This is an optimization exercise on Yosys and OpenROAD, whose aim is small area, not a production implementation. At most, simulation tests tie the RTL to the original design; equivalence was not proved. Only the layout flow was run in runs 1 to 3; the RTL was not checked for function there. No activity file was given, so power comes from the tool's default toggle rates.

**flow/flow/run.sh**
```bash
#!/bin/bash
# Standard layout, with the smallest buffer on the ports, no dummy clock loads
# and larger clock sink clusters.
set -euo pipefail
export BUFFER_PORTS_ARGS="-buffer_cell sky130_fd_sc_hd__buf_1"
export CTS_ARGS="-sink_clustering_enable -repair_clock_nets -dont_use_dummy_load -buf_list sky130_fd_sc_hd__clkbuf_8 -sink_clustering_size 18 -sink_clustering_max_diameter 50"
bash standard.sh > standard_flow.log 2>&1
```
**flow/standard.sh**
```bash
#!/bin/bash
# synth_recipe.tcl (not shown) runs the flow's synth.tcl, then flattens the netlist and writes it again
# the make line also repeats each setting of config.mk as NAME=value (left out here)
make -C /OpenROAD-flow-scripts/flow DESIGN_CONFIG=/design/flow/config.mk WORK_HOME=/design/flow/orfs CLKGATE_MAP_FILE= SYNTH_SCRIPT=/design/flow/synth_recipe.tcl "${@:-finish}"
```
**flow/config.mk**
```make
export PLATFORM = sky130hd
export DESIGN_NAME = mmu_top
export DESIGN_NICKNAME = mmu_top
export VERILOG_FILES = /design/flow/design.v
export SDC_FILE = /design/flow/constraint.sdc
export NUM_CORES = 4
export LEC_CHECK = 0
export CAP_MARGIN = 20
export CORE_MARGIN = 2
export CORE_UTILIZATION = 70
export SLEW_MARGIN = 20
```
**flow/constraint.sdc**
```tcl
create_clock -name core_clock -period 8.5 [get_ports {clk_i}]
set_input_delay 1.7000 -clock core_clock [delete_from_list [all_inputs] [get_ports {clk_i}]]
set_output_delay 1.7000 -clock core_clock [all_outputs]
set_load 0.01 [all_outputs]
```
**flow/design.v**
```verilog
package mmu_pkg;
  typedef logic [39-1:0]    vaddr_t;
  typedef logic [56-1:0]    paddr_t;
  typedef logic [44-1:0]    ppn_t;
  typedef logic [39-13:0]   vpn_t;
  typedef enum logic [1:0] {
    PRIV_LVL_U = 2'b00,
    PRIV_LVL_S = 2'b01,
    PRIV_LVL_M = 2'b11
  } priv_lvl_t;
  typedef struct packed {
    logic [9:0] rsvd;
    ppn_t       ppn;
    logic [1:0] rsw;
    logic       d;
    logic       a;
    logic       g;
    logic       u;
    logic       x;
    logic       w;
    logic       r;
    logic       v;
  } pte_t;
  typedef struct packed {
    logic valid;
    vpn_t vpn;
    pte_t pte;
    logic is_2m;
    logic is_1g;
  } tlb_entry_t;
  typedef struct packed {
    logic hit;
    pte_t pte;
    logic is_2m;
    logic is_1g;
  } tlb_rsp_t;
  typedef enum logic [3:0] {
    EXC_INSTR_ACCESS_FAULT = 4'd1,
    EXC_INSTR_PAGE_FAULT   = 4'd12,
    EXC_LOAD_PAGE_FAULT    = 4'd13,
    EXC_STORE_PAGE_FAULT   = 4'd15
  } exc_cause_t;
  typedef struct packed {
    logic        valid;
    exc_cause_t  cause;
    logic [63:0] tval;
  } exc_t;
  typedef struct packed {
    logic   valid;
    vaddr_t vaddr;
  } walk_req_t;
  typedef struct packed {
    logic       done;
    logic       error;
    vaddr_t     vaddr;
    tlb_entry_t entry;
  } walk_rsp_t;
  typedef enum logic [1:0] {
    IDLE,
    READ,
    WAIT,
    DONE
  } ptw_state_t;
  function automatic paddr_t merge_paddr(ppn_t ppn, vaddr_t vaddr, logic is_2m, logic is_1g);
    paddr_t paddr;
    paddr = {ppn, vaddr[11:0]};
    if (is_2m) begin
      paddr[20:12] = vaddr[20:12];
    end
    if (is_1g) begin
      paddr[29:12] = vaddr[29:12];
    end
    merge_paddr = paddr;
  endfunction
endpackage
`timescale 1ns/100ps
module mmu_tlb #(
  parameter int unsigned PW = 2
) (
  input  logic          clk_i,
  input  logic          rst_ni,
  input  logic          flush_i,
  input  logic          en_i,         
  input  logic [26:0]   lu_vpn_i,
  output logic [3:0]    lu_match_o,
  output logic [43:0]   lu_ppn_o,     
  output logic [PW-1:0] lu_perm_o,
  input  logic          wr_i,
  input  logic [26:0]   wr_vpn_i,
  input  logic [43:0]   wr_ppn_i,
  input  logic          wr_m1_i,
  input  logic          wr_m0_i,
  input  logic [PW-1:0] wr_perm_i
);
  logic [3:0]    valid_q;
  logic [1:0]    victim_q;
  logic [26:0]   vpn_q  [4];
  logic [43:0]   ppn_q  [4];
  logic [PW-1:0] perm_q [4];
  logic [3:0]    m0_q;
  logic [3:0]    m1_q;
  logic [3:0] sel, xsel;
  logic       m1, m0;
  always_comb begin
    for (int i = 0; i < 4; i++) begin
      m1_q[i] = m0_q[i] && vpn_q[i][0];
      lu_match_o[i] = valid_q[i] && (vpn_q[i][26:18] == lu_vpn_i[26:18])
                      && (m1_q[i] || (vpn_q[i][17:9] == lu_vpn_i[17:9]))
                      && (m0_q[i] || (vpn_q[i][8:0] == lu_vpn_i[8:0]));
    end
    sel[3] = lu_match_o[3];
    sel[2] = lu_match_o[2] && !lu_match_o[3];
    sel[1] = lu_match_o[1] && !lu_match_o[2] && !lu_match_o[3];
    sel[0] = lu_match_o[0] && !lu_match_o[1] && !lu_match_o[2] && !lu_match_o[3];
    xsel      = sel & {4{en_i}};
    m1        = 1'b0;
    m0        = 1'b0;
    lu_perm_o = '0;
    lu_ppn_o  = {17'b0, lu_vpn_i[26:18] & {9{!en_i}}, lu_vpn_i[17:0]};
    for (int i = 0; i < 4; i++) begin
      m1        = m1 | (xsel[i] & m1_q[i]);
      m0        = m0 | (xsel[i] & m0_q[i]);
      lu_perm_o = lu_perm_o | ({PW{sel[i]}} & perm_q[i]);
    end
    lu_ppn_o[17:9] = lu_ppn_o[17:9] & {9{!en_i || m1}};
    lu_ppn_o[8:0]  = lu_ppn_o[8:0] & {9{!en_i || m0}};
    for (int i = 0; i < 4; i++) begin
      lu_ppn_o = lu_ppn_o | ({44{xsel[i]}} & ppn_q[i]);
    end
  end
  always_ff @(posedge clk_i or negedge rst_ni) begin
    if (!rst_ni) begin
      valid_q  <= '0;
      victim_q <= '0;
    end else if (flush_i) begin
      valid_q <= '0;
    end else if (wr_i) begin
      valid_q[victim_q] <= 1'b1;
      victim_q          <= victim_q + 1'b1;
    end
  end
  always_ff @(posedge clk_i) begin
    if (wr_i) begin
      vpn_q[victim_q]  <= {wr_vpn_i[26:1], wr_m0_i ? wr_m1_i : wr_vpn_i[0]};
      ppn_q[victim_q]  <= wr_ppn_i;
      perm_q[victim_q] <= wr_perm_i;
      m0_q[victim_q]   <= wr_m0_i;
    end
  end
endmodule
`timescale 1ns/100ps
module mmu_top (
  input  logic      clk_i,
  input  logic      rst_ni,
  input  logic      enable_translation_i,
  input  logic      flush_tlb_i,
  input  mmu_pkg::ppn_t      satp_ppn_i,
  input  mmu_pkg::priv_lvl_t priv_lvl_i,
  input  mmu_pkg::priv_lvl_t ld_st_priv_lvl_i,
  input  logic      sum_i,
  input  logic      fetch_req_i,
  input  mmu_pkg::vaddr_t    fetch_vaddr_i,
  output logic      fetch_valid_o,
  output mmu_pkg::paddr_t    fetch_paddr_o,
  output mmu_pkg::exc_t      fetch_exc_o,
  input  logic      lsu_req_i,
  input  logic      lsu_is_store_i,
  input  mmu_pkg::vaddr_t    lsu_vaddr_i,
  output logic      lsu_dtlb_hit_o,
  output mmu_pkg::ppn_t      lsu_dtlb_ppn_o,
  output logic      lsu_valid_o,
  output mmu_pkg::paddr_t    lsu_paddr_o,
  output mmu_pkg::exc_t      lsu_exc_o,
  output logic      mem_req_o,
  output mmu_pkg::paddr_t    mem_addr_o,
  input  logic      mem_rvalid_i,
  input  mmu_pkg::pte_t      mem_rdata_i
);
  localparam logic [1:0] IDLE = 2'd0, READ = 2'd1, WAIT = 2'd2, DONE = 2'd3;
  logic        en;
  assign en = enable_translation_i;
  logic [1:0]  state_q;
  logic [1:0]  level_q;
  logic        owner_d_q;
  logic        err_q;
  logic [43:0] ppn_q;
  logic [3:0]  pbits_q;    
  logic [38:0] dva_q;
  logic        ireq, dreq, grant;
  logic [38:0] wva;
  logic [8:0]  vpn_idx;
  logic        pte_leaf, pte_fault;
  logic        idone, ddone;
  assign grant   = (state_q == IDLE) && (ireq || dreq);
  assign wva     = owner_d_q ? dva_q : fetch_vaddr_i;
  assign vpn_idx = (level_q == 2'd2) ? wva[38:30] :
                   (level_q == 2'd1) ? wva[29:21] : wva[20:12];
  assign mem_req_o  = (state_q == READ);
  assign mem_addr_o = {(level_q == 2'd2) ? satp_ppn_i : ppn_q, vpn_idx, 3'b000};
  always_comb begin
    pte_leaf  = mem_rdata_i.r || mem_rdata_i.x;
    pte_fault = !mem_rdata_i.v || (mem_rdata_i.w && !mem_rdata_i.r);
    if (pte_leaf) begin
      if (!mem_rdata_i.a) pte_fault = 1'b1;
      if (level_q == 2'd2 && mem_rdata_i.ppn[17:0] != '0) pte_fault = 1'b1;
      if (level_q == 2'd1 && mem_rdata_i.ppn[8:0] != '0) pte_fault = 1'b1;
    end else if (level_q == 2'd0) begin
      pte_fault = 1'b1;
    end
  end
  always_ff @(posedge clk_i or negedge rst_ni) begin
    if (!rst_ni) begin
      state_q <= IDLE;
    end else begin
      case (state_q)
        IDLE: if (ireq || dreq) state_q <= READ;
        READ: state_q <= WAIT;
        WAIT: if (mem_rvalid_i) state_q <= (pte_fault || pte_leaf) ? DONE : READ;
        default: state_q <= IDLE;
      endcase
    end
  end
  always_ff @(posedge clk_i) begin
    ppn_q   <= mem_rdata_i.ppn;
    pbits_q <= {mem_rdata_i.u, mem_rdata_i.x, mem_rdata_i.w && mem_rdata_i.d, mem_rdata_i.r};
    if (grant) begin
      level_q   <= 2'd2;
      owner_d_q <= dreq;
    end else if (state_q == WAIT && mem_rvalid_i) begin
      if (!pte_leaf && !pte_fault) level_q <= level_q - 1'b1;
      err_q <= pte_fault;
    end
    if (grant && dreq) begin
      dva_q <= lsu_vaddr_i;
    end
  end
  assign idone = (state_q == DONE) && !owner_d_q;
  assign ddone = (state_q == DONE) && owner_d_q;
  logic [3:0]  imatch, dmatch;
  logic [43:0] ippn, dppn;
  logic [1:0]  iperm;    
  logic [2:0]  dperm;    
  mmu_tlb #(.PW(2)) i_itlb (
    .clk_i, .rst_ni, .flush_i(flush_tlb_i), .en_i(en),
    .lu_vpn_i(fetch_vaddr_i[38:12]), .lu_match_o(imatch), .lu_ppn_o(ippn),
    .lu_perm_o(iperm),
    .wr_i(idone && !err_q), .wr_vpn_i(fetch_vaddr_i[38:12]),
    .wr_ppn_i(ppn_q), .wr_m1_i(level_q == 2'd2), .wr_m0_i(level_q != 2'd0),
    .wr_perm_i(pbits_q[3:2])
  );
  mmu_tlb #(.PW(3)) i_dtlb (
    .clk_i, .rst_ni, .flush_i(flush_tlb_i), .en_i(en),
    .lu_vpn_i(lsu_vaddr_i[38:12]), .lu_match_o(dmatch), .lu_ppn_o(dppn),
    .lu_perm_o(dperm),
    .wr_i(ddone && !err_q), .wr_vpn_i(dva_q[38:12]),
    .wr_ppn_i(ppn_q), .wr_m1_i(level_q == 2'd2), .wr_m0_i(level_q != 2'd0),
    .wr_perm_i({pbits_q[3], pbits_q[1:0]})
  );
  logic ihit, canonical, ipriv_err, ibad;
  assign ihit      = fetch_req_i && (imatch != '0);
  assign canonical = (fetch_vaddr_i[38] == fetch_vaddr_i[37]);
  assign ibad      = fetch_req_i && !canonical;
  assign ipriv_err = ((priv_lvl_i == mmu_pkg::PRIV_LVL_U) && !iperm[1])
                     || ((priv_lvl_i == mmu_pkg::PRIV_LVL_S) && iperm[1]);
  assign ireq      = en && !ibad && !ihit && fetch_req_i;
  always_comb begin
    fetch_valid_o     = fetch_req_i;
    fetch_exc_o.valid = 1'b0;
    if (en) begin
      if (ibad) begin
        fetch_valid_o     = 1'b1;
        fetch_exc_o.valid = 1'b1;
      end else if (ihit) begin
        fetch_exc_o.valid = !iperm[0] || ipriv_err;
      end else begin
        fetch_valid_o     = idone && err_q;
        fetch_exc_o.valid = idone && err_q;
      end
    end
  end
  assign fetch_exc_o.cause = canonical ? mmu_pkg::EXC_INSTR_PAGE_FAULT
                                       : mmu_pkg::EXC_INSTR_ACCESS_FAULT;
  assign fetch_exc_o.tval  = 64'(fetch_vaddr_i);
  assign fetch_paddr_o     = {ippn, fetch_vaddr_i[11:0]};
  logic        dhit, dpriv_err, dperm_err;
  logic        valid_q, exc_q, store_q;
  logic [55:0] res_q;    
  assign dhit      = (dmatch != '0);
  assign dreq      = lsu_req_i && en && !dhit;
  assign dpriv_err = ((ld_st_priv_lvl_i == mmu_pkg::PRIV_LVL_S) && dperm[2] && !sum_i)
                     || ((ld_st_priv_lvl_i == mmu_pkg::PRIV_LVL_U) && !dperm[2]);
  assign dperm_err = dpriv_err || (lsu_is_store_i ? !dperm[1] : !dperm[0]);
  assign lsu_dtlb_hit_o = lsu_req_i && (!en || dhit);
  assign lsu_dtlb_ppn_o = dppn;
  always_ff @(posedge clk_i or negedge rst_ni) begin
    if (!rst_ni) begin
      valid_q <= 1'b0;
    end else begin
      valid_q <= lsu_dtlb_hit_o;
    end
  end
  always_ff @(posedge clk_i) begin
    exc_q   <= en && dperm_err;
    store_q <= lsu_is_store_i;
    res_q   <= {(en && (!dhit || dperm_err)) ? mmu_pkg::ppn_t'(lsu_vaddr_i[38:12])
                                            : lsu_dtlb_ppn_o,
                lsu_vaddr_i[11:0]};
  end
  assign lsu_valid_o       = valid_q || (ddone && err_q);
  assign lsu_exc_o.valid   = (valid_q && exc_q) || (ddone && err_q);
  assign lsu_exc_o.cause   = store_q ? mmu_pkg::EXC_STORE_PAGE_FAULT : mmu_pkg::EXC_LOAD_PAGE_FAULT;
  assign lsu_exc_o.tval    = 64'((valid_q && exc_q) ? res_q[38:0] : dva_q);
  assign lsu_paddr_o       = res_q;
endmodule
```
==> flow_summary.toml, run 1 <==
[logic_synthesis]
netlist.area_leader.share_pct = 62.4
yosys-top-cells-area = "edfxtp_1 62%, dfxtp_1 7.1%, xor2_1 3.7%, mux2_2 3.1%, buf_4 2.7%"
synth_cells = 2044
synth_top_area_cell = "edfxtp_1"
synth_seq_cells = 760
ys_warn_count = 5
synthArstFlopShare_pct = 1.97
synth_ff_type = "edfxtp_1"
netlist_area_sq_um = 30700
synth_edf_count = 637
synth.avg_cell_area_sq_um = 15.0
synth_cell_types = 68
yosysSeqAreaShare_pct = 70.6

[floorplan]
core-area_sq_um = 43200
die-area_sq_um = 45500
ioPinCount = 553
die_h_microns = 213
num_rows = 76
die_width_microns = 213
start_util_pct = 71.0

[pwr]
pwr_density_cell_nw_per_um2 = 203
p_leak_nw = 11.3
peakVddDrop_mv = 0.166

[sta]
setup_violations = 0
fin_ws_ns = 1.05
max_freq_mhz = 134
finClkSkew_ns = 0.0619
slew_violations = 0
tightest_slew_ns = 1.09
fin_tns_setup_ns = 0
final-hold-violation-count = 0
post-route-period-util_pct = 87.7
fin_crit_ns = 7.45
relSlewSlack_pct = 27.0
rsz0062_at_grt = "no"

[clocking]
cts_root_buf = "clkbuf_8"
cts_setup_buffers = 0
cts_resized = 0
cts_hold_buf = 0
path_clk_slew_ns = 0.11
cts.htree.levels = 2
cts_tree = "built"
cts_max_path_buffers = 3
insertion_delay_ns = 0.69
cts-buffers-inserted = 54
clkSinkCount = 760

[final_layout]
fillers = 2712
drive_gt1_share_pct = 9.80
fin_nets = 2632
post-route-util_pct = 76.8
most-common-layout-cells = "637 x edfxtp_1, 445 x buf_1, 173 x nand2_1"
syn2layout_area_growth_pct = 8.09
final_common_cell = "edfxtp_1"
stdcell_area_sq_um = 33100
antenna_cells = 0

[critical_path]
cp-start-kind = "input port"
reg2reg_depth = 11
path_class = "input port to primary output"
endpoint_kind = "primary output"
arrival_ns = 5.75
critPathMaxFanout = 21
required_ns = 6.80

[routing]
first_pass_iters = 6
drtAntennaViolNets = 0
drc = 0
vias_per_cell = 6.16
wirelength_microns = 75100
vias = 18500
drt_iter0_markers = 2166
routedWlPerCell_microns = 25.0

[placed_design]
port_buffers = 446
gp_congestion = 0.942
dp_slack_ns = 1.14
placed_area_sq_um = 32300
dp_hpwl_microns = 50200

[global_route]
grt_pass1_vias = 17500
grt_max_degree = 75
grt-ovfl-total = 0
grt_pass1_wl_microns = 108000
antenna_found_initial = 1
grt.total_usage_pct = 32.7

[run]
drv_cap = 0

[worst_hold_path]
min-delay-path-class = "register to register"
hold_depth = 0

[outcome]
run_status = "finished clean"
[critical path, stage by stage]
cell,delay (ns)
buf_1,0.42
xnor2_1,0.18
nand4_1,0.29
or3_1,0.47
o32ai_2,0.29
buf_4,0.32
or2_2,0.21
nor3b_4,0.12
buf_4,0.21
a222oi_1,0.32
a21boi_0,0.87
nand2_1,0.17
buf_1,0.17
[final timing paths]
kind / startpoint / endpoint / slack (ns)
min in group asynchronous: rst_ni / i_itlb.valid_q[0]$_DFFE_PN0P_ / 0.94
worst max-delay path: lsu_vaddr_i[34] / lsu_dtlb_ppn_o[8] / 1.05
worst min-delay path: pbits_q[2]$_DFF_P_ / i_itlb.perm_q[2][0]$_DFFE_PP_ / 0.50
worst max register to register: i_dtlb.vpn_q[3][17]$_DFFE_PP_ / res_q[25]$_DFF_P_ / 4.05
max in group asynchronous: rst_ni / i_dtlb.valid_q[2]$_DFFE_PN0P_ / 7.20
worst min register to register: pbits_q[2]$_DFF_P_ / i_itlb.perm_q[2][0]$_DFFE_PP_ / 0.50
[per-stage QoR]
step                cells  power, mW  hold slack, ns
floorplan            2099       4.89           0.438
global placement     2946       5.15           0.450
detailed placement   2946       5.18           0.469
CTS                  3000       6.74           0.484
global route         3003       6.94           0.513
finish               3003       6.74           0.498
[cells in the mapped netlist, types with 15 or more instances]
library cell	instances
a221o_1	33
nand2_1	174
inv_1	29
buf_2	69
nor2_1	57
and2_1	24
a22oi_1	50
o2bb2ai_1	15
nand3_1	40
clkbuf_1	41
nor4_1	22
edfxtp_1	637
a22o_1	20
o21ai_0	18
nor3_1	35
a21oi_1	34
mux2_2	85
mux2i_1	21
a222oi_1	26
xor2_1	130
dfrtp_1	15
nand4_1	26
dfxtp_1	108
xnor2_1	90
buf_4	112
[logic make-up (layout without fill, tap and decap cells)]
logic type,after synthesis,in the layout,synth area share (%)
buffers and inverters,259,578,4.85
AOI/OAI and AO/OA,259,259,6.62
DFF,760,760,70.6
xor gates and xnor gates,220,220,6.28
other,2,57,0.0245
adders and majority gates,13,13,0.530
muxes,122,122,4.81
and+or+nand+nor,409,409,6.23
[per-layer routing]
| metal | GRT usage (%) | part of all wire, % |
|---|---|---|
| met5 | 0 | 0.015 |
| met3 | 5.46 | 9.4 |
| met2 | 51.6 | 48 |
| met1 | 46.7 | 40 |
| met4 | 12.1 | 3.1 |
[final cells by class]
type / count / area (sq um) / share of cell area, %
timing repair buffer: 494 / 2090 / 6.30
clock buffer: 54 / 743 / 2.24
tap: 585 / 732 / 2.21
sequential: 760 / 21700 / 65.4
inverter: 30 / 113 / 0.340
multi-input combinational: 1080 / 7810 / 23.6
[sequential cells by signal, summed over array words and instances, names as in the netlist, 2 cells and up]
signal,count
i_dtlb.ppn_q,176
i_itlb.ppn_q,176
i_dtlb.vpn_q,108
i_itlb.vpn_q,108
res_q,56
ppn_q,44
dva_q,39
i_dtlb.perm_q,12
i_itlb.perm_q,8
i_dtlb.m0_q,4
i_dtlb.valid_q,4
i_itlb.m0_q,4
i_itlb.valid_q,4
pbits_q,4
i_dtlb.victim_q,2
i_itlb.victim_q,2
level_q,2
state_q,2
[power by group]
part           leakage, nW  switching [mW]  total [mW]  internal (mW)
Combinational         4.04           0.508       0.819          0.311
Sequential            6.83           0.112        4.28           4.17
Clock                0.388            1.07        1.64          0.568
==> run 2, diff against run 1 <==
==> flow/flow/run.sh (replaced) <==
#!/bin/bash
# Standard layout, with the smallest buffer on the ports and no dummy clock loads.
set -euo pipefail
export BUFFER_PORTS_ARGS="-buffer_cell sky130_fd_sc_hd__buf_1"
export CTS_ARGS="-sink_clustering_enable -repair_clock_nets -dont_use_dummy_load"
bash standard.sh > standard_flow.log 2>&1
--- a/flow/config.mk
+++ b/flow/config.mk
@@ -7,5 +7,8 @@
 export LEC_CHECK = 0
 export CAP_MARGIN = 20
 export CORE_MARGIN = 2
-export CORE_UTILIZATION = 70
+export CORE_UTILIZATION = 40
+export CTS_BUF_LIST = sky130_fd_sc_hd__clkbuf_8
+export CTS_CLUSTER_DIAMETER = 40
+export CTS_CLUSTER_SIZE = 20
 export SLEW_MARGIN = 20
==> run 2 against run 1 <==
Critical path type unchanged. Critical path depth shrank 1. Sequential share of layout area shrank 3.6 points. Clock skew grew 0.010 ns. Global-route usage shrank 11 points. Highest routed layer unchanged.
==> flow_summary.toml, run 2 <==
[logic_synthesis]
synth.avg_cell_area_sq_um = 15.0
synth_commonest_cells = "637 x edfxtp_1, 174 x nand2_1, 130 x xor2_1, 112 x buf_4, 108 x dfxtp_1"
yosysSeqAreaShare_pct = 70.6
synthArstFlopShare_pct = 1.97
synth_cell_types = 68
synthMostInstantiatedCell = "edfxtp_1"
yosys-top-cells-area = "edfxtp_1 62%, dfxtp_1 7.1%, xor2_1 3.7%, mux2_2 3.1%, buf_4 2.7%"
synth_seq_cells = 760
netlist_area_sq_um = 30700
synth_edf_count = 637
ys_warn_count = 5
netlist.area_leader.share_pct = 62.4
synth_cells = 2044
synth_ff_type = "edfxtp_1"
synth_top_area_cell = "edfxtp_1"

[critical_path]
path_buf_inv = 3
required_ns = 6.80
arrival_ns = 5.82
cp-start-kind = "input port"
path_class = "input port to primary output"
endpoint_kind = "primary output"
crit_family = "simple AND/OR/NAND/NOR gates"
max_stage_delay_ns = 0.52
critPathMaxFanout = 45
slowest_stage = "buf_1"
path_cells = "buf_1, xor2_1, nor4_1, a31oi_1, o22ai_1, nand4_1, nor4_1, and2_2, buf_4, a21o_1, a221o_1, buf_1"

[placed_design]
gp_congestion = 0.824
dp_hpwl_microns = 59300
port_buffers = 446
dp_slack_ns = 0.954
placed_cells = 3402

[global_route]
grt_max_degree = 65
grt_pass1_vias = 18100
grt-ovfl-total = 0
grt_pass1_wl_microns = 122000
grt.total_usage_pct = 21.4
antenna_found_initial = 7

[sta]
final-hold-violation-count = 0
setup_violations = 0
whs_ns = 0.471
relSlewSlack_pct = 28.7
fin_ws_ns = 0.982
max_freq_mhz = 133
fin_tns_setup_ns = 0
finClkSkew_ns = 0.0723
fin_crit_ns = 7.52
slew_violations = 0
post-route-period-util_pct = 88.4
rsz0062_at_grt = "no"
tightest_slew_ns = 1.06

[clocking]
cts_hold_buf = 0
cts.htree.levels = 3
path_clk_slew_ns = 0.06
insertion_delay_ns = 0.64
cts_setup_buffers = 0
cts_root_buf = "clkbuf_16"
cts_resized = 0
cts_tree = "built"
cts_max_path_buffers = 3
cts-buffers-inserted = 83
clkSinkCount = 760

[routing]
drc = 0
first_pass_iters = 7
vias = 18300
vias_per_cell = 5.26
drtAntennaViolNets = 0
routedWlPerCell_microns = 24.6
drt_iter0_markers = 1422
wirelength_microns = 85900

[pwr]
p_total_mw = 8.13
pwr_density_cell_nw_per_um2 = 232
p_leak_nw = 11.9
peakVddDrop_mv = 0.135

[worst_hold_path]
min-delay-path-class = "register to register"

[floorplan]
die-area_sq_um = 78900
start_util_pct = 40.4
core-area_sq_um = 75900
num_rows = 101
die_h_microns = 281
die_width_microns = 281
ioPinCount = 553

[final_layout]
final_common_cell = "edfxtp_1"
drive_gt1_share_pct = 11.2
fillers = 6638
reg_top3 = "i_dtlb.ppn_q: 176 flops, i_itlb.ppn_q: 176 flops"
syn2layout_area_growth_pct = 14.4
stdcell_count = 3488
most-common-layout-cells = "637 x edfxtp_1, 446 x buf_1, 173 x nand2_1"
fin_nets = 2670

[run]
drv_cap = 0

[outcome]
run_status = "finished clean"
==> run 2: routing by layer <==
| metal | routed length (microns) | track usage [%] |
|---|---|---|
| met4 | 2760 | 7.28 |
| met2 | 41900 | 35.9 |
| met1 | 34900 | 27.6 |
| met5 | 23 | 0 |
| met3 | 6280 | 4.35 |
==> run 2: path summary, 6_finish.rpt <==
check	to	depth (start not counted)	from	slack (ns)
worst max-delay path	fetch_paddr_o[19]	12	fetch_vaddr_i[29]	0.98
worst min-delay path	i_dtlb.perm_q[2][0]$_DFFE_PP_	0	pbits_q[0]$_DFF_P_	0.47
worst max register to register	res_q[30]$_DFF_P_	11	i_dtlb.vpn_q[0][17]$_DFFE_PP_	4.46
worst min register to register	i_dtlb.perm_q[2][0]$_DFFE_PP_	0	pbits_q[0]$_DFF_P_	0.47
max in group asynchronous	valid_q$_DFF_PN0_	2	rst_ni	7.22
min in group asynchronous	i_itlb.victim_q[1]$_DFFE_PN0P_	2	rst_ni	1.06
==> run 2: worst reg2reg max path, stage by stage, from the launching register on <==
cell       delay (ns)
edfxtp_1         0.38
xor2_1           0.17
nor4_1           0.54
a31oi_1          0.16
o22ai_1          0.38
nand2_1          0.24
a2111oi_1        0.63
a21oi_1          0.18
a21oi_2          0.23
a21o_2           0.17
buf_4            0.41
mux2_2           0.43
==> run 2: cell families (layout without fill, tap and decap cells) <==
| kind of cell | after synthesis | after routing | synth area share (%) |
|---|---|---|---|
| mux | 122 | 122 | 4.81 |
| fa+ha+maj | 13 | 13 | 0.530 |
| flops | 760 | 760 | 70.6 |
| compound gates | 259 | 259 | 6.62 |
| simple gates | 409 | 409 | 6.23 |
| xor+xnor | 220 | 220 | 6.28 |
| buf+inv | 259 | 616 | 4.85 |
| other cells | 2 | 59 | 0.0245 |
==> run 2: layout make-up <==
class / instances / area, sq um / area share, %
Clock buffer: 83 / 2080 / 5.92
Inverter: 30 / 113 / 0.321
Sequential cell: 760 / 21700 / 61.8
Tap cell: 1030 / 1290 / 3.67
Antenna cell: 2 / 5.00 / 0.0143
Multi-Input combinational cell: 1080 / 7800 / 22.2
Timing Repair Buffer: 503 / 2120 / 6.05
==> run 2: metrics by stage <==
step	utilization, %	area (sq um)
after floorplan	-	30900
after global placement	43.4	33000
after detailed placement	43.4	33000
after CTS	46.1	35000
after global routing	46.2	35100
final	46.2	35100
==> run 2: report_power, final <==
group          internal (mW)  total, mW  switching, mW
sequential              4.18       4.30          0.115
combinational          0.312      0.836          0.524
clock                   1.70       3.00           1.29
==> run 3, diff against run 2 <==
--- a/flow/config.mk
+++ b/flow/config.mk
@@ -8,7 +8,7 @@
 export CAP_MARGIN = 20
 export CORE_MARGIN = 2
 export CORE_UTILIZATION = 40
-export CTS_BUF_LIST = sky130_fd_sc_hd__clkbuf_8
-export CTS_CLUSTER_DIAMETER = 40
-export CTS_CLUSTER_SIZE = 20
+export CTS_BUF_LIST = sky130_fd_sc_hd__clkbuf_16
+export CTS_CLUSTER_DIAMETER = 60
+export CTS_CLUSTER_SIZE = 30
 export SLEW_MARGIN = 20
==> run 3 against run 2 <==
Cell count unchanged. Core utilization unchanged. Largest power group unchanged. Critical path type unchanged. Total power stayed put. Maximum frequency unchanged.
==> flow_summary.toml, run 3 <==
[floorplan]
core-area_sq_um = 75900
die_h_microns = 281
num_rows = 101
start_util_pct = 40.4
ioPinCount = 553
die-area_sq_um = 78900
die_width_microns = 281

[worst_hold_path]
hp-start = "pbits_q[0]$_DFF_P_"
min-delay-path-class = "register to register"

[logic_synthesis]
synthArstFlopShare_pct = 1.97
ys_warn_count = 5
netlist.area_leader.share_pct = 62.4
synth_cells = 2044
synth_top_area_cell = "edfxtp_1"
synth_commonest_cells = "637 x edfxtp_1, 174 x nand2_1, 130 x xor2_1, 112 x buf_4, 108 x dfxtp_1"
synthMostInstantiatedCell = "edfxtp_1"
yosys-top-cells-area = "edfxtp_1 62%, dfxtp_1 7.1%, xor2_1 3.7%, mux2_2 3.1%, buf_4 2.7%"
synth.avg_cell_area_sq_um = 15.0
yosysSeqAreaShare_pct = 70.6
synth_cell_types = 68
netlist_area_sq_um = 30700
synth_edf_count = 637
synth_ff_type = "edfxtp_1"
synth_seq_cells = 760

[global_route]
grt_max_degree = 65
grt_pass1_wl_microns = 122000
grt-ovfl-total = 0
grt.total_usage_pct = 21.4
antenna_found_initial = 7
grt_pass1_vias = 18100

[clocking]
cts_max_path_buffers = 3
cts_resized = 0
cts_root_buf = "clkbuf_16"
cts.htree.levels = 3
path_clk_slew_ns = 0.06
clkSinkCount = 760
cts-buffers-inserted = 83
insertion_delay_ns = 0.64
cts_tree = "built"
cts_setup_buffers = 0
cts_hold_buf = 0

[sta]
max_freq_mhz = 133
slew_violations = 0
tightest_slew_ns = 1.06
fin_tns_setup_ns = 0
fin_crit_ns = 7.52
finClkSkew_ns = 0.0723
final-hold-violation-count = 0
relSlewSlack_pct = 28.7
setup_violations = 0
rsz0062_at_grt = "no"
post-route-period-util_pct = 88.4

[critical_path]
path_class = "input port to primary output"
cp-start-kind = "input port"
slowest_stage = "buf_1"
arrival_ns = 5.82
max_stage_delay_ns = 0.52
path_cells = "buf_1, xor2_1, nor4_1, a31oi_1, o22ai_1, nand4_1, nor4_1, and2_2, buf_4, a21o_1, a221o_1, buf_1"
reg2reg_from = "i_dtlb.vpn_q[0][17]$_DFFE_PP_"
required_ns = 6.80
crit_start = "fetch_vaddr_i[29]"
crit_family = "simple AND/OR/NAND/NOR gates"
endpoint_kind = "primary output"
critPathMaxFanout = 45
path_buf_inv = 3

[pwr]
p_leak_nw = 11.9
pwr_density_cell_nw_per_um2 = 232
peakVddDrop_mv = 0.135

[routing]
vias = 18300
drt_iter0_markers = 1422
first_pass_iters = 7
vias_per_cell = 5.26
drc = 0
drtAntennaViolNets = 0
routedWlPerCell_microns = 24.6
wirelength_microns = 85900

[placed_design]
placed_cells = 3402
port_buffers = 446
gp_congestion = 0.824
dp_hpwl_microns = 59300

[final_layout]
most-common-layout-cells = "637 x edfxtp_1, 446 x buf_1, 173 x nand2_1"
reg_top3 = "i_dtlb.ppn_q: 176 flops, i_itlb.ppn_q: 176 flops"
syn2layout_area_growth_pct = 14.4
post-route-util_pct = 46.2
final_common_cell = "edfxtp_1"
fin_nets = 2670
fillers = 6638
stdcell_count = 3488
drive_gt1_share_pct = 11.2

[outcome]
run_status = "finished clean"

[run]
drv_cap = 0
run 3: cell counts in the layout (fill, tap and decap cells not counted):
No cell type changed its count.
run 3: layout make-up:
type / instances / area (sq um) / share of cell area [%]
clock buffers: 83 / 2080 / 5.92
multi-input cells: 1080 / 7800 / 22.2
well taps: 1030 / 1290 / 3.67
repair buffers: 503 / 2120 / 6.05
diodes: 2 / 5.00 / 0.0143
flip-flops and latches: 760 / 21700 / 61.8
inverters: 30 / 113 / 0.321
run 3: per-stage QoR:
| stage | area [sq um] | hold WS [ns] | setup slack, ns | power, mW |
|---|---|---|---|---|
| final | 35100 | 0.471 | 0.982 | 8.13 |
| after global routing | 35100 | 0.496 | 0.799 | 8.42 |
| after CTS | 35000 | 0.473 | 0.955 | 8.21 |
| after detailed placement | 33000 | 0.460 | 0.954 | 5.22 |
| after global placement | 33000 | 0.444 | 0.883 | 5.20 |
| after floorplan | 30900 | 0.438 | 2.41 | 4.89 |
run 3: metal layers:
layer	wire length [microns]	GRT usage, %
met3	6280	4.35
met2	41900	35.9
met1	34900	27.6
met4	2760	7.28
met5	23	0
run 3: kinds of logic (layout without fill, tap and decap cells):
family | Yosys count | in the layout | synth area share [%]
xor gates and xnor gates | 220 | 220 | 6.28
buffers and inverters | 259 | 616 | 4.85
muxes | 122 | 122 | 4.81
and+or+nand+nor | 409 | 409 | 6.23
DFF | 760 | 760 | 70.6
other | 2 | 59 | 0.0245
AOI/OAI and AO/OA | 259 | 259 | 6.62
adders and majority gates | 13 | 13 | 0.530
run 3: final timing paths:
check	to	slack, ns	cells after the start
hold / removal	i_dtlb.perm_q[2][0]$_DFFE_PP_	0.47	0
setup / recovery	fetch_paddr_o[19]	0.98	12
min in group asynchronous	i_itlb.victim_q[1]$_DFFE_PN0P_	1.06	2
max in group asynchronous	valid_q$_DFF_PN0_	7.22	2
setup reg to reg	res_q[30]$_DFF_P_	4.46	11
hold reg to reg	i_dtlb.perm_q[2][0]$_DFFE_PP_	0.47	0
run 3: power by group:
group	switching [mW]	total (mW)	leakage, nW	internal, mW
sequential	0.115	4.30	6.83	4.18
combinational	0.524	0.836	4.07	0.312
clock	1.29	3.00	1.02	1.70
total	1.93	8.13	11.9	6.20
==> run 4, diff against run 3 <==
--- a/flow/design.v
+++ b/flow/design.v
@@ -148,6 +148,101 @@
     end
   end
 endmodule
+module mmu_itlb (
+  input  logic        clk_i,
+  input  logic        rst_ni,
+  input  logic        flush_i,
+  input  logic        en_i,         
+  input  logic [26:0] lu_vpn_i,     
+  output logic        lu_hit_o,
+  output logic [43:0] lu_ppn_o,     
+  output logic [1:0]  lu_perm_o,
+  input  logic        wr_early_i,   
+  input  logic [43:0] wr_early_ppn_i,
+  input  logic [1:0]  wr_early_perm_i,
+  input  logic        wr_commit_i,  
+  input  logic [43:0] wr_late_ppn_i,
+  input  logic [1:0]  wr_late_perm_i,
+  input  logic        wr_m1_i,
+  input  logic        wr_m0_i
+);
+  logic [3:0]  valid_q;
+  logic [1:0]  vpos_q;      
+  logic        early_q;     
+  logic [26:0] vpn_q  [4];
+  logic [43:0] ppn_q  [4];
+  logic [1:0]  perm_q [4];
+  logic [3:0]  m0_q;
+  logic [3:0]  m1_q;
+  logic [3:0]  match;
+  logic        m1, m0;
+  logic        ins_early, ins;
+  logic [26:0] wr_vpn;
+  logic [43:0] wr_ppn;
+  logic [1:0]  wr_perm;
+  always_comb begin
+    for (int i = 0; i < 4; i++) begin
+      m1_q[i]  = m0_q[i] && vpn_q[i][0];
+      match[i] = valid_q[i] && (vpn_q[i][26:18] == lu_vpn_i[26:18])
+                 && (m1_q[i] || (vpn_q[i][17:9] == lu_vpn_i[17:9]))
+                 && (m0_q[i] || (vpn_q[i][8:0] == lu_vpn_i[8:0]));
+    end
+    lu_hit_o  = (match != '0);
+    m1        = 1'b0;
+    m0        = 1'b0;
+    lu_perm_o = '0;
+    for (int i = 0; i < 4; i++) begin
+      m1        = m1 | (match[i] & m1_q[i]);
+      m0        = m0 | (match[i] & m0_q[i]);
+      lu_perm_o = lu_perm_o | ({2{match[i]}} & perm_q[i]);
+    end
+    lu_ppn_o = {17'b0, lu_vpn_i[26:18] & {9{!en_i}},
+                lu_vpn_i[17:9] & {9{!en_i || m1}}, lu_vpn_i[8:0] & {9{!en_i || m0}}};
+    for (int i = 0; i < 4; i++) begin
+      lu_ppn_o = lu_ppn_o | ({44{match[i] && en_i}} & ppn_q[i]);
+    end
+  end
+  assign ins_early = wr_early_i && vpos_q[0];
+  assign ins       = ins_early || (wr_commit_i && !early_q);
+  assign wr_vpn    = {lu_vpn_i[26:1], wr_m0_i ? wr_m1_i : lu_vpn_i[0]};
+  assign wr_ppn    = wr_early_i ? wr_early_ppn_i : wr_late_ppn_i;
+  assign wr_perm   = wr_early_i ? wr_early_perm_i : wr_late_perm_i;
+  always_ff @(posedge clk_i or negedge rst_ni) begin
+    if (!rst_ni) begin
+      valid_q <= '0;
+      vpos_q  <= '0;
+    end else begin
+      for (int i = 0; i < 4; i++) begin
+        if (flush_i) begin
+          valid_q[(i + 1) % 4] <= 1'b0;
+        end else if (vpos_q == 2'(i) && ins_early) begin
+          valid_q[(i + 1) % 4] <= 1'b0;
+        end else if (vpos_q == 2'(i) && wr_commit_i) begin
+          valid_q[(i + 1) % 4] <= 1'b1;
+        end else begin
+          valid_q[(i + 1) % 4] <= valid_q[i];
+        end
+      end
+      vpos_q <= vpos_q + ((wr_commit_i && !flush_i) ? 2'd2 : 2'd1);
+    end
+  end
+  always_ff @(posedge clk_i) begin
+    early_q <= ins_early;
+    for (int i = 0; i < 4; i++) begin
+      if (i % 2 == 1 && ins && vpos_q == 2'(i)) begin
+        vpn_q[(i + 1) % 4]  <= wr_vpn;
+        ppn_q[(i + 1) % 4]  <= wr_ppn;
+        perm_q[(i + 1) % 4] <= wr_perm;
+        m0_q[(i + 1) % 4]   <= wr_m0_i;
+      end else begin
+        vpn_q[(i + 1) % 4]  <= vpn_q[i];
+        ppn_q[(i + 1) % 4]  <= ppn_q[i];
+        perm_q[(i + 1) % 4] <= perm_q[i];
+        m0_q[(i + 1) % 4]   <= m0_q[i];
+      end
+    end
+  end
+endmodule
 `timescale 1ns/100ps
 module mmu_top (
   input  logic      clk_i,
@@ -236,17 +331,22 @@
   end
   assign idone = (state_q == DONE) && !owner_d_q;
   assign ddone = (state_q == DONE) && owner_d_q;
-  logic [3:0]  imatch, dmatch;
+  logic        ihit_raw;
+  logic [3:0]  dmatch;
   logic [43:0] ippn, dppn;
   logic [1:0]  iperm;    
   logic [2:0]  dperm;    
-  mmu_tlb #(.PW(2)) i_itlb (
+  logic pte_ok;
+  assign pte_ok = (state_q == WAIT) && mem_rvalid_i && pte_leaf && !pte_fault;
+  mmu_itlb i_itlb (
     .clk_i, .rst_ni, .flush_i(flush_tlb_i), .en_i(en),
-    .lu_vpn_i(fetch_vaddr_i[38:12]), .lu_match_o(imatch), .lu_ppn_o(ippn),
+    .lu_vpn_i(fetch_vaddr_i[38:12]), .lu_hit_o(ihit_raw), .lu_ppn_o(ippn),
     .lu_perm_o(iperm),
-    .wr_i(idone && !err_q), .wr_vpn_i(fetch_vaddr_i[38:12]),
-    .wr_ppn_i(ppn_q), .wr_m1_i(level_q == 2'd2), .wr_m0_i(level_q != 2'd0),
-    .wr_perm_i(pbits_q[3:2])
+    .wr_early_i(pte_ok && !owner_d_q),
+    .wr_early_ppn_i(mem_rdata_i.ppn), .wr_early_perm_i({mem_rdata_i.u, mem_rdata_i.x}),
+    .wr_commit_i(idone && !err_q),
+    .wr_late_ppn_i(ppn_q), .wr_late_perm_i(pbits_q[3:2]),
+    .wr_m1_i(level_q == 2'd2), .wr_m0_i(level_q != 2'd0)
   );
   mmu_tlb #(.PW(3)) i_dtlb (
     .clk_i, .rst_ni, .flush_i(flush_tlb_i), .en_i(en),
@@ -257,7 +357,7 @@
     .wr_perm_i({pbits_q[3], pbits_q[1:0]})
   );
   logic ihit, canonical, ipriv_err, ibad;
-  assign ihit      = fetch_req_i && (imatch != '0);
+  assign ihit      = fetch_req_i && ihit_raw;
   assign canonical = (fetch_vaddr_i[38] == fetch_vaddr_i[37]);
   assign ibad      = fetch_req_i && !canonical;
   assign ipriv_err = ((priv_lvl_i == mmu_pkg::PRIV_LVL_U) && !iperm[1])
==> flow/flow/run.sh (replaced) <==
#!/bin/bash
# Standard layout, with the smallest buffer on the ports, no dummy clock loads
# and larger clock sink clusters.
set -euo pipefail
export BUFFER_PORTS_ARGS="-buffer_cell sky130_fd_sc_hd__buf_1"
export CTS_ARGS="-sink_clustering_enable -repair_clock_nets -dont_use_dummy_load -buf_list sky130_fd_sc_hd__clkbuf_16 -sink_clustering_size 32 -sink_clustering_max_diameter 60"
bash standard.sh > standard_flow.log 2>&1
==> flow/config.mk (replaced) <==
export PLATFORM = sky130hd
export DESIGN_NAME = mmu_top
export DESIGN_NICKNAME = mmu_top
export VERILOG_FILES = /design/flow/design.v
export SDC_FILE = /design/flow/constraint.sdc
export NUM_CORES = 4
export LEC_CHECK = 0
export CAP_MARGIN = 20
export CORE_MARGIN = 2
export CORE_UTILIZATION = 70
export SLEW_MARGIN = 20
==> run 4 against run 3 <==
Via count grew 9.3%. Setup slack better by 0.38 ns. Still clean. Combinational power is 26% higher. Clock-buffer cell count down 44. First-iteration DRC count is 52% higher. Maximum frequency increased by 5.4%. Wire length shrank 10%. Largest cell class unchanged. Sequential share of layout area down 3.3 points. Flip-flop and latch count up 1. Global-route usage grew 13 points.
==> flow_summary.toml, run 4 <==
[routing]
routedWlPerCell_microns = 23.5
first_pass_iters = 9
drt_iter0_markers = 2158
vias = 20000
drc = 0
wirelength_microns = 77300
drtAntennaViolNets = 0
vias_per_cell = 6.10

[logic_synthesis]
netlist_area_sq_um = 29700
synthMostInstantiatedCell = "dfxtp_1"
synth_ff_type = "dfxtp_1"
synthArstFlopShare_pct = 1.97
synth_commonest_cells = "405 x dfxtp_1, 404 x nand2_1, 341 x edfxtp_1, 178 x xnor2_1, 119 x buf_4"
synth_cells = 2436
netlist.area_leader.share_pct = 34.5
yosys-top-cells-area = "edfxtp_1 35%, dfxtp_1 27%, xnor2_1 5.3%, nand2_1 5.1%, mux2_2 3.3%"
synth_seq_cells = 761
synth_edf_count = 341
yosysSeqAreaShare_pct = 63.1
synth_cell_types = 68
ys_warn_count = 8
synth_top_area_cell = "edfxtp_1"
synth.avg_cell_area_sq_um = 12.2

[sta]
slew_violations = 0
final-hold-violation-count = 0
fin_crit_ns = 7.14
post-route-period-util_pct = 83.9
tightest_slew_ns = 1.13
rsz0062_at_grt = "no"
fin_ws_ns = 1.36
setup_violations = 0
finClkSkew_ns = 0.0575
max_freq_mhz = 140
relSlewSlack_pct = 24.6
fin_tns_setup_ns = 0

[clocking]
cts-buffers-inserted = 39
path_clk_slew_ns = 0.11
cts_setup_buffers = 0
cts.htree.levels = 2
cts_resized = 0
cts_tree = "built"
cts_hold_buf = 0
insertion_delay_ns = 0.62
clkSinkCount = 761
cts_root_buf = "clkbuf_16"
cts_max_path_buffers = 3

[worst_hold_path]
min-delay-path-class = "register to register"

[placed_design]
dp_slack_ns = 1.44
gp_congestion = 0.914
dp_hpwl_microns = 54300
port_buffers = 446

[critical_path]
crit_end = "fetch_paddr_o[31]"
path_class = "input port to primary output"
reg2reg_to = "i_itlb.ppn_q[0][7]$_DFF_P_"
regToRegSetupSlack_ns = 4.13
cp-start-kind = "input port"
reg2reg_from = "level_q[1]$_SDFFE_PP1P_"
reg2reg_depth = 11
required_ns = 6.80
endpoint_kind = "primary output"
arrival_ns = 5.44
crit_start = "fetch_vaddr_i[27]"
critPathMaxFanout = 28

[pwr]
peakVddDrop_mv = 0.239
combPwrFrac_pct = 13.8
p_total_mw = 7.62
power_frac_clock_pct = 24.7
p_seq_share_pct = 61.5
pwr_density_cell_nw_per_um2 = 238
sw_frac_of_total_pct = 26.5
p_int_mw = 5.60
p_leak_nw = 12.0
switchingPower_mw = 2.02

[final_layout]
syn2layout_area_growth_pct = 7.80
drive_gt1_share_pct = 7.47
most-common-layout-cells = "444 x buf_1, 405 x dfxtp_1, 402 x nand2_1"
fin_nets = 2954
final_common_cell = "buf_1"
reg_top3 = "i_dtlb.ppn_q: 176 flops, i_itlb.ppn_q: 176 flops"
post-route-util_pct = 76.4

[floorplan]
num_rows = 75
start_util_pct = 70.9
ioPinCount = 553
die-area_sq_um = 44100
die_h_microns = 210
die_width_microns = 210
core-area_sq_um = 41900

[global_route]
grt_max_degree = 85
antenna_found_initial = 3
grt_pass1_vias = 19400
grt-ovfl-total = 0
grt_pass1_wl_microns = 114000
grt.total_usage_pct = 34.6

[run]
drv_cap = 0

[outcome]
run_status = "finished clean"
-- run 4: changes by cell type in the layout (fill, tap and decap cells not counted), moves of 44 or more --
cell	delta
clkbuf_16	-44
dfxtp_1	+297
nand2_1	+229
o21ai_0	+57
xor2_1	-87
edfxtp_1	-296
mux2i_1	+45
xnor2_1	+88
-- run 4: power groups by stage --
stage          logic [mW]  clock network, mW  registers, mW
4_1_cts              1.04               1.90           4.68
3_3_place_gp         1.01                  0           4.72
3_5_place_dp         1.03                  0           4.76
5_1_grt              1.13               2.03           4.74
2_1_floorplan       0.768                  0           4.64
6_report             1.05               1.89           4.69
-- run 4: cell type report --
class	instances	area, sq um
fill	2800	9860
clock buffer	39	976
inverter	19	71.3
antenna	1	2.50
tap	539	674
sequential	761	18700
timing repair buffer	480	1940
multi-input combinational	1445	9610
-- run 4: through the flow --
step | hold slack (ns) | instance area (sq um) | instances
2_1_floorplan | 0.331 | 29900 | 2491
5_1_grt | 0.328 | 32000 | 3284
6_report | 0.319 | 32000 | 3284
3_5_place_dp | 0.336 | 31000 | 3244
3_3_place_gp | 0.333 | 31000 | 3244
4_1_cts | 0.327 | 32000 | 3283
-- run 4: critical path, cell delays in order --
cell,delay [ns]
buf_1,0.54
xnor2_1,0.19
nand3_1,0.13
nor4_1,0.53
o21ai_0,0.18
a21boi_0,0.52
and2_2,0.80
buf_4,0.32
a221o_1,0.30
buf_1,0.18
-- run 4: logic make-up after synthesis --
logic type / share of synthesized area (%)
flops: 63.1
mux: 6.55
fa+ha+maj: 0.379
simple gates: 9.19
xor+xnor: 6.52
other cells: 0.0253
buf+inv: 5.46
compound gates: 8.79
-- run 4: how the worst min path moves through the flow --
stage	from	to	depth (start not counted)
2_1_floorplan	i_itlb.ppn_q[2][1]$_DFF_P_	i_itlb.ppn_q[3][1]$_DFF_P_	0
3_3_place_gp	i_itlb.ppn_q[2][38]$_DFF_P_	i_itlb.ppn_q[3][38]$_DFF_P_	0
3_5_place_dp	i_itlb.ppn_q[0][11]$_DFF_P_	i_itlb.ppn_q[1][11]$_DFF_P_	0
4_1_cts	i_itlb.ppn_q[0][2]$_DFF_P_	i_itlb.ppn_q[1][2]$_DFF_P_	0
5_1_grt	i_itlb.vpn_q[0][7]$_DFF_P_	i_itlb.vpn_q[1][7]$_DFF_P_	0
6_report	i_itlb.ppn_q[0][2]$_DFF_P_	i_itlb.ppn_q[1][2]$_DFF_P_	0
-- run 4: routing by layer --
layer  vias up  part of all wire (%)  global-route usage (%)  routed length, microns
li1       9019                     -                       -                       -
met1      9836                    40                    48.2                   31200
met2      1025                    47                    54.5                   36200
met3       155                   8.7                    5.49                    6760
met4         4                   4.1                    14.9                    3140
met5         -                 0.039                       0                      30
==> run 5, diff against run 4 <==
==> flow/flow/run.sh (replaced) <==
#!/bin/bash
# Standard layout, with the smallest buffer on the ports, no dummy clock loads
# and larger clock sink clusters.
set -euo pipefail
export BUFFER_PORTS_ARGS="-buffer_cell sky130_fd_sc_hd__buf_1"
export CTS_ARGS="-sink_clustering_enable -repair_clock_nets -dont_use_dummy_load -buf_list sky130_fd_sc_hd__clkbuf_8 -sink_clustering_size 16 -sink_clustering_max_diameter 45"
bash standard.sh > standard_flow.log 2>&1
--- a/flow/config.mk
+++ b/flow/config.mk
@@ -5,7 +5,8 @@
 export SDC_FILE = /design/flow/constraint.sdc
 export NUM_CORES = 4
 export LEC_CHECK = 0
-export CAP_MARGIN = 20
+export CAP_MARGIN = 5
 export CORE_MARGIN = 2
 export CORE_UTILIZATION = 70
-export SLEW_MARGIN = 20
+export GPL_TIMING_DRIVEN = 0
+export SLEW_MARGIN = 5
==> run 5 against run 4 <==
First-iteration DRC count is 19% higher. Critical path depth is 3 higher. Synthesized area stayed put. Final area is 4.3% higher. Flip-flop and latch count stayed put. Largest cell class unchanged. Largest power group unchanged. Wire length is 9.7% higher. Cell count is 8.2% higher. Still clean on timing, DRC and antenna. Setup slack worse by 0.27 ns. Core utilization is 3.3 points higher.
==> flow_summary.toml, run 5 <==
[sta]
slew_violations = 0
fin_crit_ns = 7.41
rsz0062_at_grt = "no"
finClkSkew_ns = 0.0670
tightest_slew_ns = 1.26
fin_tns_setup_ns = 0
max_freq_mhz = 135
post-route-period-util_pct = 87.1
setup_violations = 0
relSlewSlack_pct = 16.1
final-hold-violation-count = 0

[routing]
routedWlPerCell_microns = 23.9
vias_per_cell = 6.10
vias = 21700
drt_iter0_markers = 2569
first_pass_iters = 7
drc = 0
wirelength_microns = 84800
drtAntennaViolNets = 0

[clocking]
cts-buffers-inserted = 69
path_clk_slew_ns = 0.09
cts.htree.levels = 3
cts_resized = 0
cts_setup_buffers = 0
cts_tree = "built"
clkSinkCount = 761
cts_max_path_buffers = 3
cts_root_buf = "clkbuf_8"
insertion_delay_ns = 0.66
cts_hold_buf = 0

[final_layout]
drive_gt1_share_pct = 11.7
fin_nets = 3222
syn2layout_area_growth_pct = 12.4
most-common-layout-cells = "448 x buf_1, 405 x dfxtp_1, 404 x nand2_1"
stdcell_count = 3552
reg_top3 = "i_dtlb.ppn_q: 176 flops, i_itlb.ppn_q: 176 flops"
fillers = 2604
final_common_cell = "buf_1"

[logic_synthesis]
synth.avg_cell_area_sq_um = 12.2
synthMostInstantiatedCell = "dfxtp_1"
synth_edf_count = 341
yosys-top-cells-area = "edfxtp_1 35%, dfxtp_1 27%, xnor2_1 5.3%, nand2_1 5.1%, mux2_2 3.3%"
yosysSeqAreaShare_pct = 63.1
synth_top_area_cell = "edfxtp_1"
synthArstFlopShare_pct = 1.97
synth_seq_cells = 761
netlist.area_leader.share_pct = 34.5
netlist_area_sq_um = 29700
synth_commonest_cells = "405 x dfxtp_1, 404 x nand2_1, 341 x edfxtp_1, 178 x xnor2_1, 119 x buf_4"
synth_cells = 2436
ys_warn_count = 8
synth_cell_types = 68
synth_ff_type = "dfxtp_1"

[pwr]
p_seq_share_pct = 61.0
peakVddDrop_mv = 0.183
p_int_mw = 5.56
p_leak_nw = 12.8
combPwrFrac_pct = 15.1
pwr_density_cell_nw_per_um2 = 230
switchingPower_mw = 2.13
p_total_mw = 7.68
power_frac_clock_pct = 24.0
sw_frac_of_total_pct = 27.7

[floorplan]
start_util_pct = 70.9
die_width_microns = 210
ioPinCount = 553
num_rows = 75
die_h_microns = 210
core-area_sq_um = 41900
die-area_sq_um = 44100

[critical_path]
cp-start-kind = "input port"
endpoint_kind = "primary output"
reg2reg_depth = 9
path_class = "input port to primary output"
required_ns = 6.80
critPathMaxFanout = 10
arrival_ns = 5.71

[global_route]
grt-ovfl-total = 0
grt_pass1_vias = 21000
antenna_found_initial = 3
grt.total_usage_pct = 37.8
grt_max_degree = 50
grt_pass1_wl_microns = 124000

[worst_hold_path]
hold_depth = 0
min-delay-path-class = "register to register"

[placed_design]
port_buffers = 442
placed_cells = 3482
dp_hpwl_microns = 62800
gp_congestion = 0.943

[run]
drv_cap = 0

[outcome]
run_status = "finished clean"
==> run 5: cell counts after synthesis <==
No cell type changed its count.
==> run 5: kinds of logic (layout without fill, tap and decap cells) <==
kind of cell               count (synthesis)  count (layout)  share of synthesized area, %
and+or+nand+nor                          625             625                          9.19
muxes                                    171             171                          6.55
buffers and inverters                    285             806                          5.46
other                                      2              58                        0.0253
adders and majority gates                  9               9                         0.379
xor gates and xnor gates                 221             221                          6.52
AOI/OAI and AO/OA                        362             362                          8.79
DFF                                      761             761                          63.1
==> run 5: layout make-up <==
type                       count  area (sq um)  share of cell area, %
antenna                        1          2.50                0.00750
timing repair buffer         452          1810                   5.44
sequential                   761         18700                   56.1
inverter                      19          71.3                  0.214
tap                          539           674                   2.02
multi-input combinational   1445          9580                   28.7
buffer                       266          1550                   4.64
clock buffer                  69           950                   2.85
==> run 5: worst max-delay path, cell delays in order <==
cell and delay (ns):
clkbuf_1 0.49, xnor2_1 0.19, nand4_1 0.15, nor4_1 0.55, nand4_1 0.14, a21boi_0 0.47, and2_1 0.24, clkbuf_1 0.36
buf_2 0.38, buf_1 0.52, a22oi_1 0.16, nand2_1 0.11, buf_1 0.22
==> run 5: through the flow <==
stage | worst slack (ns) | utilization (%) | hold WS (ns) | cell area (sq um)
after global placement | -0.459 | 77.0 | 0.332 | 32200
after detailed placement | 1.17 | 77.4 | 0.337 | 32400
after CTS | 1.15 | 79.7 | 0.331 | 33400
after global routing | 0.797 | 79.7 | 0.328 | 33400
after floorplan | 2.15 | - | 0.331 | 29900
final | 1.09 | 79.7 | 0.330 | 33400
==> run 5: layer usage <==
metal  wire [microns]  GRT usage [%]  vias up
met5               13              0        -
met4             3550           16.3        2
met3             8390           6.25      203
met2            40300           60.6     1315
met1            32600           51.7    10600
li1                 -              -     9555
==> run 5: final timing paths <==
kind                                         startpoint                        endpoint  slack, ns
setup / recovery                      fetch_vaddr_i[21]               fetch_paddr_o[53]       1.09
hold / removal              i_itlb.ppn_q[0][16]$_DFF_P_     i_itlb.ppn_q[1][16]$_DFF_P_       0.33
setup reg to reg           i_dtlb.vpn_q[1][7]$_DFFE_PP_               res_q[29]$_DFF_P_       4.71
hold reg to reg             i_itlb.ppn_q[0][16]$_DFF_P_     i_itlb.ppn_q[1][16]$_DFF_P_       0.33
max in group asynchronous                        rst_ni  i_dtlb.victim_q[0]$_DFFE_PN0P_       6.65
min in group asynchronous                        rst_ni   i_dtlb.valid_q[2]$_DFFE_PN0P_       1.20
==> run 5: power groups by stage <==
| stage | Sequential, mW | Clock, mW | Combinational, mW |
|---|---|---|---|
| after floorplan | 4.64 | 0 | 0.768 |
| after detailed placement | 4.75 | 0 | 1.13 |
| final | 4.68 | 1.84 | 1.16 |
| after global routing | 4.73 | 1.95 | 1.25 |
| after CTS | 4.67 | 1.84 | 1.14 |
| after global placement | 4.71 | 0 | 1.09 |
==> run 6, diff against run 5 <==
==> flow/config.mk (replaced) <==
export PLATFORM = sky130hd
export DESIGN_NAME = mmu_top
export DESIGN_NICKNAME = mmu_top
export VERILOG_FILES = /design/flow/design.v
export SDC_FILE = /design/flow/constraint.sdc
export NUM_CORES = 4
export LEC_CHECK = 0
export CAP_MARGIN = 0
export CORE_MARGIN = 2
export CORE_UTILIZATION = 70
export SLEW_MARGIN = 0
==> run 6 against run 5 <==
Clock-buffer cell count down 1. Combinational power down 9%. Total power down 1.9%. Clock power down 2%. Via count down 7.1%. Worst hold slack worse by 0.018 ns. Core utilization down 3.4 points. Sequential share of layout area up 2.5 points. Flip-flop and latch count unchanged. Clock skew down 0.021 ns. Synthesized area unchanged.
==> flow_summary.toml, run 6 <==
[final_layout]
fillers = 2820
fin_nets = 2983
post-route-util_pct = 76.3
drive_gt1_share_pct = 8.40
multi_input_area_sq_um = 9610
final_common_cell = "buf_1"
regArea_sq_um = 18700
most-common-layout-cells = "445 x buf_1, 405 x dfxtp_1, 402 x nand2_1"
reg_top3 = "i_dtlb.ppn_q: 176 flops, i_itlb.ppn_q: 176 flops"
syn2layout_area_growth_pct = 7.66

[global_route]
grt-ovfl-total = 0
grt_pass1_vias = 19500
grt_pass1_wl_microns = 114000
antenna_found_initial = 2
grt_max_degree = 85
grt.total_usage_pct = 34.6

[sta]
fin_ws_ns = 1.31
setup_violations = 0
slew_violations = 0
whs_ns = 0.313
fin_tns_setup_ns = 0
post-route-period-util_pct = 84.5
max_freq_mhz = 139
final-hold-violation-count = 0
tightest_slew_ns = 1.18
rsz0062_at_grt = "no"
finClkSkew_ns = 0.0458
relSlewSlack_pct = 21.5
fin_crit_ns = 7.19

[pwr]
p_int_mw = 5.50
p_seq_share_pct = 62.2
power_frac_clock_pct = 23.9
p_leak_nw = 12.1
sw_frac_of_total_pct = 27.1
combPwrFrac_pct = 13.9
peakVddDrop_mv = 0.197
switchingPower_mw = 2.04
pwr_density_cell_nw_per_um2 = 236

[logic_synthesis]
synth_cells = 2436
ys_warn_count = 8
netlist.area_leader.share_pct = 34.5
synth.avg_cell_area_sq_um = 12.2
netlist_area_sq_um = 29700
synthArstFlopShare_pct = 1.97
synthMostInstantiatedCell = "dfxtp_1"
synth_commonest_cells = "405 x dfxtp_1, 404 x nand2_1, 341 x edfxtp_1, 178 x xnor2_1, 119 x buf_4"
yosysSeqAreaShare_pct = 63.1
synth_ff_type = "dfxtp_1"
synth_top_area_cell = "edfxtp_1"
synth_edf_count = 341
synth_cell_types = 68
synth_seq_cells = 761
yosys-top-cells-area = "edfxtp_1 35%, dfxtp_1 27%, xnor2_1 5.3%, nand2_1 5.1%, mux2_2 3.3%"

[placed_design]
dp_slack_ns = 1.44
gp_congestion = 0.914
dp_hpwl_microns = 54300
port_buffers = 446

[clocking]
cts_root_buf = "clkbuf_8"
cts-buffers-inserted = 68
cts_max_path_buffers = 3
path_clk_slew_ns = 0.10
cts.htree.levels = 3
cts_hold_buf = 0
cts_resized = 0
clkSinkCount = 761
cts_setup_buffers = 0
cts_tree = "built"
insertion_delay_ns = 0.63

[outcome]
run_status = "finished clean"

[floorplan]
die-area_sq_um = 44100
start_util_pct = 70.9
num_rows = 75
die_width_microns = 210
die_h_microns = 210
core-area_sq_um = 41900
ioPinCount = 553

[routing]
drt_iter0_markers = 2019
vias = 20100
routedWlPerCell_microns = 23.3
wirelength_microns = 77400
drtAntennaViolNets = 0
first_pass_iters = 8
drc = 0
vias_per_cell = 6.08

[worst_hold_path]
min-delay-path-class = "register to register"

[critical_path]
crit_end = "fetch_paddr_o[31]"
slowest_stage = "and2_2"
arrival_ns = 5.49
max_stage_delay_ns = 0.80
crit_top_cell = "buf_1"
path_buf_inv = 3
critPathMaxFanout = 28
path_class = "input port to primary output"
cp-start-kind = "input port"
regToRegSetupSlack_ns = 4.13
crit_family = "simple AND/OR/NAND/NOR gates"
reg2reg_from = "level_q[1]$_SDFFE_PP1P_"
reg2reg_depth = 11
endpoint_kind = "primary output"
required_ns = 6.80
path_cells = "buf_1, xnor2_1, nand3_1, nor4_1, o21ai_0, a21boi_0, and2_2, buf_4, a221o_1, buf_1"
reg2reg_to = "i_itlb.ppn_q[0][7]$_DFF_P_"
crit_start = "fetch_vaddr_i[27]"
cp_num_cells = 10

[run]
drv_cap = 0
run 6: changes by cell type in the layout (fill, tap and decap cells not counted), moves of 3 or more:
cell	before	now
buf_1	448	445
buf_2	23	0
buf_4	122	34
buf_6	12	0
clkbuf_1	108	0
nor2_1	58	55
nor2_2	1	4
run 6: final cells by class:
type | instances | share of cell area (%)
Sequential cell | 761 | 58.6
Multi-Input combinational cell | 1445 | 30.1
Timing Repair Buffer | 480 | 6.04
Clock buffer | 68 | 2.93
Tap cell | 539 | 2.11
Inverter | 19 | 0.223
Antenna cell | 2 | 0.0157
run 6: kinds of logic after synthesis:
family / share of synthesized area [%]
other: 0.0253
and+or+nand+nor: 9.19
muxes: 6.55
AOI/OAI and AO/OA: 8.79
adders and majority gates: 0.379
buffers and inverters: 5.46
xor gates and xnor gates: 6.52
DFF: 63.1
run 6: through the flow:
stage               instances  total power, mW  cell area [sq um]
floorplan                2491             5.41              29900
CTS                      3312             7.55              31900
finish                   3314             7.54              32000
global placement         3244             5.73              31000
detailed placement       3244             5.79              31000
global route             3313             7.82              32000
run 6: power by group through the flow:
stage	registers, mW	logic (mW)	clock network (mW)
2_1_floorplan	4.64	0.768	0
3_3_place_gp	4.72	1.01	0
3_5_place_dp	4.76	1.03	0
4_1_cts	4.68	1.04	1.83
5_1_grt	4.74	1.13	1.95
6_report	4.69	1.05	1.80
run 6: how the worst min path moves through the flow:
stage | start | end | slack [ns] | cells after the start
floorplan | i_itlb.ppn_q[2][1]$_DFF_P_ | i_itlb.ppn_q[3][1]$_DFF_P_ | 0.33 | 0
global placement | i_itlb.ppn_q[2][38]$_DFF_P_ | i_itlb.ppn_q[3][38]$_DFF_P_ | 0.33 | 0
detailed placement | i_itlb.ppn_q[0][11]$_DFF_P_ | i_itlb.ppn_q[1][11]$_DFF_P_ | 0.34 | 0
CTS | i_itlb.vpn_q[0][21]$_DFF_P_ | i_itlb.vpn_q[1][21]$_DFF_P_ | 0.32 | 0
global route | i_itlb.perm_q[2][1]$_DFF_P_ | i_itlb.perm_q[3][1]$_DFF_P_ | 0.32 | 0
finish | i_itlb.perm_q[2][1]$_DFF_P_ | i_itlb.perm_q[3][1]$_DFF_P_ | 0.31 | 0
run 6: per-layer routing:
metal / track usage (%) / part of all wire (%) / vias to the layer above
li1: - / - / 9073
met1: 48.6 / 41 / 9903
met2: 55.3 / 47 / 1036
met3: 5.43 / 9.0 / 137
met4: 12.2 / 2.9 / 0
met5: 0 / 0 / -

==> separate check: timing with driven ports <==
The flow's constraints put no driver on any port. The routed layouts listed below were extracted and timed again, unchanged, in two steps.
Step 1 (the two cells are an assumption about what drives the block):
set clk [get_ports {clk_i}]
set_driving_cell -lib_cell sky130_fd_sc_hd__clkbuf_16 $clk
set_driving_cell -lib_cell sky130_fd_sc_hd__buf_2 [delete_from_list [all_inputs] $clk]
Step 2 moves the port delays by t, midway between the first and last clock arrival at a register: inputs arrive t later, outputs are due t later. That takes back most of the time a late clock gives input paths.
Slacks: ideal / step 1 / step 2; pairs: ideal / step 1.
run	t (ns)	setup WS [ns]	hold WS [ns]	worst setup path after step 2	clock arrival spread, ns
run 1	0.723	1.046 / 1.021 / 1.021	0.498 / 0.498 / 0.498	input to output	0.068 / 0.068
run 2	0.672	0.982 / 0.957 / 0.957	0.471 / 0.471 / 0.471	input to output	0.072 / 0.072
run 3	0.672	0.982 / 0.957 / 0.957	0.471 / 0.471 / 0.471	input to output	0.072 / 0.072
run 4	0.650	1.365 / 1.340 / 1.340	0.319 / 0.319 / 0.319	input to output	0.061 / 0.062
run 5	0.681	1.095 / 1.049 / 1.049	0.330 / 0.330 / 0.330	input to output	0.067 / 0.068
run 6	0.669	1.314 / 1.289 / 1.289	0.313 / 0.313 / 0.313	input to output	0.057 / 0.057
After both steps setup and hold are still met in every run listed. The setup slack of run 5, which loses most, moves by -0.046 ns with the drivers and by -0.046 ns with both steps.
